This design comes from an exercise in tuning for small area and a short achievable clock period on the open sky130 flow, not from production work. At most, simulation tests tie the RTL to the original design; equivalence was not proved.

==> flow/design.v (excerpt) <==
module grad_top (
    input  wire logic        clk,
    input  wire logic        rst,
    input  wire logic        in_valid,
    input  wire logic        sof,
    input  wire logic [7:0]  pixel,
    output logic             out_valid,
    output logic [32:0]      grad
);
    logic [7:0] sr [32];
    always_ff @(posedge clk) begin
        if (in_valid) begin
            sr[0] <= pixel;
            for (int i = 1; i < 32; i++)
                sr[i] <= sr[i-1];
        end
    end
    logic [3:0] col_cnt;
    logic [1:0] row_cnt;
    wire  [3:0] cur_col = sof ? 4'd0 : col_cnt;
    wire  [1:0] cur_row = sof ? 2'd0 : row_cnt;
    wire        interior = cur_row[1] && (cur_col >= 4'd2);
    always_ff @(posedge clk) begin
        if (!rst) begin
            col_cnt   <= '0;
            row_cnt   <= '0;
            out_valid <= 1'b0;
        end else begin
            out_valid <= in_valid && interior;
            if (in_valid) begin
                col_cnt <= cur_col + 4'd1;
                if (cur_col == 4'd15 && !cur_row[1])
                    row_cnt <= cur_row + 2'd1;
                else
                    row_cnt <= cur_row;
            end
        end
    end
    wire [7:0] absdiff_v_abs;
    wire [0:0] absdiff_v_lt;
    absdiff_v u_absdiff_v (.a({pixel[7], pixel[6], pixel[5], pixel[4], pixel[3], pixel[2], pixel[1], pixel[0]}), .b({sr[31][7], sr[31][6], sr[31][5], sr[31][4], sr[31][3], sr[31][2], sr[31][1], sr[31][0]}), .o_abs(absdiff_v_abs), .o_lt(absdiff_v_lt));
    wire [7:0] absdiff_h_abs;
    wire [0:0] absdiff_h_lt;
    absdiff_h u_absdiff_h (.a({sr[14][7], sr[14][6], sr[14][5], sr[14][4], sr[14][3], sr[14][2], sr[14][1], sr[14][0]}), .b({sr[16][7], sr[16][6], sr[16][5], sr[16][4], sr[16][3], sr[16][2], sr[16][1], sr[16][0]}), .o_abs(absdiff_h_abs), .o_lt(absdiff_h_lt));
  ...
Settings: LEC_CHECK=0, CAP_MARGIN=20, CORE_MARGIN=2, CORE_UTILIZATION=40, SLEW_MARGIN=20, SYNTH_HIERARCHICAL=1; clock period 26.0 ns.
standard.sh (not shown) runs the stock make flow with config.mk's settings and CLKGATE_MAP_FILE= SYNTH_SCRIPT=/design/flow/synth_recipe.tcl, a recipe that flattens the netlist after the stock synthesis.
==> flow/flow/run.sh <==
#!/bin/bash
# The standard layout (the standard.sh: ORFS with the standard synthesis
# and the standard flow's config.mk and SDC), with a larger setup margin for ORFS's timing
# repair so that it keeps shortening paths past the design's generous period.
set -euo pipefail
MARGIN=$(cat flow/margin.txt)
bash standard.sh SETUP_SLACK_MARGIN=$MARGIN finish > standard.log 2>&1
==> flow/flow/margin.txt <==
14.5
The starting point produced a clean layout.
Edit:
==> flow/flow/margin.txt (replaced) <==
15
Non-clock buffer count rose by 48.
Clock-buffer cell count fell by 5.
Global-route usage is about the same.
Edit:
==> flow/flow/margin.txt (replaced) <==
15.5
Outcome: Critical path depth drops by 4; via count rises by a few percent; first-iteration DRC count is about the same; final cell count increases by a few percent; hold slack got worse by 0.0056 ns; core utilization increases by 1.4 points; synthesized cell count is unchanged.
No run of this note included a check of the RTL's function; only the layout flow was run.


job 1368:
Another version of the RTL of grad_top (not shown whole).
Size: roughly 32000 um2 of cells after synthesis.
==> flow/config.mk <==
export PLATFORM = sky130hd
export DESIGN_NAME = grad_top
export DESIGN_NICKNAME = grad_top
export VERILOG_FILES = /design/flow/design.v
export SDC_FILE = /design/flow/constraint.sdc
export NUM_CORES = 4
export LEC_CHECK = 0
export CAP_MARGIN = 20
export CORE_MARGIN = 2
export CORE_UTILIZATION = 40
export CTS_CLUSTER_DIAMETER = 60
export CTS_CLUSTER_SIZE = 30
export SLEW_MARGIN = 20
export SYNTH_HIERARCHICAL = 1
==> flow/constraint.sdc <==
create_clock -name core_clock -period 26.0 [get_ports {clk}]
set_input_delay 5.2000 -clock core_clock [delete_from_list [all_inputs] [get_ports {clk}]]
set_output_delay 5.2000 -clock core_clock [all_outputs]
set_load 0.01 [all_outputs]
==> flow/flow/margin.txt <==
14.8
Scripts as last shown in full above: flow/flow/run.sh
In summary, job 1368 completed successfully, with a layout that passed the timing, design-rule and antenna checks.
Testbench counts of job 1368, summed over its fixed seeds: latency cycles 75,055, results 75,055.
--- input diff job 1368..job 966 ---
==> flow/flow/margin.txt <==
14.5
-- flow/config.mk --
<<< job 1368, line 11
export CTS_CLUSTER_DIAMETER = 60
export CTS_CLUSTER_SIZE = 30
export SLEW_MARGIN = 20
>>> job 966, line 11
export CTS_CLUSTER_DIAMETER = 60
export CTS_CLUSTER_SIZE = 40
export SLEW_MARGIN = 20
- Job 966 vs. job 1368: final critical-path required period grew by 0.041 ns; slack of the critical path shrank by 0.041 ns; proportion of cell area occupied by multi-input gates grew by 0.27 points; final instance area shrank by about 2.7%.
- In job 966, the clock slew seen by the registers of the worst setup and hold paths came out 0.02 ns above the value in job 1368.
Input-level comparison between job 3342 and job 966:
-- flow/config.mk --
<<< job 966, line 11
export CTS_CLUSTER_DIAMETER = 60
export CTS_CLUSTER_SIZE = 40
export SLEW_MARGIN = 20
>>> job 3342, line 11
export CTS_CLUSTER_DIAMETER = 60
export CTS_CLUSTER_SIZE = 30
export PLACE_DENSITY = 0.75
export SLEW_MARGIN = 20
Results
Summary of job 3342 over job 966: required time at the endpoint of the critical path went down 5.66 ns; core utilization held; minimum clock period went up 0.14 ns; final number of max-transition violations held; final non-filler cell total held.
First-pass GRT wire length improves in job 3342 relative to job 966.
[job 3342 vs job 966] routed wire length: lower in job 3342
On clock insertion delay at the later pin of the skew report, job 3342 and job 966 are neck and neck.
Inputs modified between job 3342 and job 5990:
-- flow/config.mk --
<<< job 3342, line 12
export CTS_CLUSTER_SIZE = 30
export PLACE_DENSITY = 0.75
export SLEW_MARGIN = 20
>>> job 5990, line 12
export CTS_CLUSTER_SIZE = 30
export SLEW_MARGIN = 20
==> results.txt <==
- Routed wire length (job 5990 over job 3342): increase, 3.7%
- Job 3342 and job 5990 ended up with roughly the same cell area.


grad_top again, from the RTL that the note above started with.
clock: 26.0 ns
lec_check: 0
cap_margin: 20
core_margin: 2
core_utilization: 50
cts_cluster_diameter: 60
cts_cluster_size: 30
slew_margin: 20
synth_hierarchical: 1
==> flow/flow/margin.txt <==
14.5
Scripts as last shown in full above: flow/flow/run.sh
Testbench counts at the start, summed over its fixed seeds: latency cycles 75,055, results 75,055.
Edit:
--- a/flow/config.mk
+++ b/flow/config.mk
@@ -9,5 +9,4 @@
 export CORE_MARGIN = 2
-export CORE_UTILIZATION = 50
-export CTS_CLUSTER_DIAMETER = 60
-export CTS_CLUSTER_SIZE = 30
+export CORE_UTILIZATION = 40
+export CTS_BUF_LIST = sky130_fd_sc_hd__clkbuf_4 sky130_fd_sc_hd__clkbuf_8
 export SLEW_MARGIN = 20
Worst setup slack is worse by 100 ps.
Non-clock buffer count stays the same.
Global-route usage falls by 4.0 points.
Routed wire length shrinks by 2.2%.
Register-to-register slack gains 180 ps.
Cell area is higher by 1.1%.
Clock skew is lower by 16 ps.

## what the ideal ports hide
The flow's constraints put no driver on any port. The routed layouts listed below were extracted and timed again, unchanged, in two steps.
Step 1 assumes that a clkbuf_16 drives the clock port and a buf_2 every other input.
Step 2 also shifts input and output timing later by t, the mid clock arrival at the registers, as if the neighbouring blocks saw the same clock.
Slacks: no drivers / after step 1 / after step 2; pairs: no drivers / after step 1.
run	t (ns)	setup WS [ns]	hold WS [ns]
the first run of note 1	0.627	14.658 / 14.602 / 14.181	0.346 / 0.346 / 0.346
the second run of note 1	0.623	14.751 / 14.692 / 14.274	0.344 / 0.344 / 0.344
the third run of note 1	0.627	14.591 / 14.535 / 14.231	0.338 / 0.338 / 0.338
job 1368	0.611	14.789 / 14.732 / 14.439	0.321 / 0.321 / 0.321
job 966	0.659	14.748 / 14.701 / 14.123	0.346 / 0.346 / 0.346
job 3342	0.653	14.606 / 14.546 / 14.048	0.352 / 0.352 / 0.352
job 5990	0.657	14.746 / 14.692 / 14.123	0.346 / 0.346 / 0.346
the first run of note 3	0.634	14.761 / 14.714 / 14.161	0.346 / 0.346 / 0.346
the second run of note 3	0.702	14.660 / 14.604 / 14.086	0.322 / 0.322 / 0.322
After both steps every run listed still meets setup and hold. The setup slack of job 966, which loses most, moves by -0.047 ns with the drivers and by -0.625 ns with both steps.
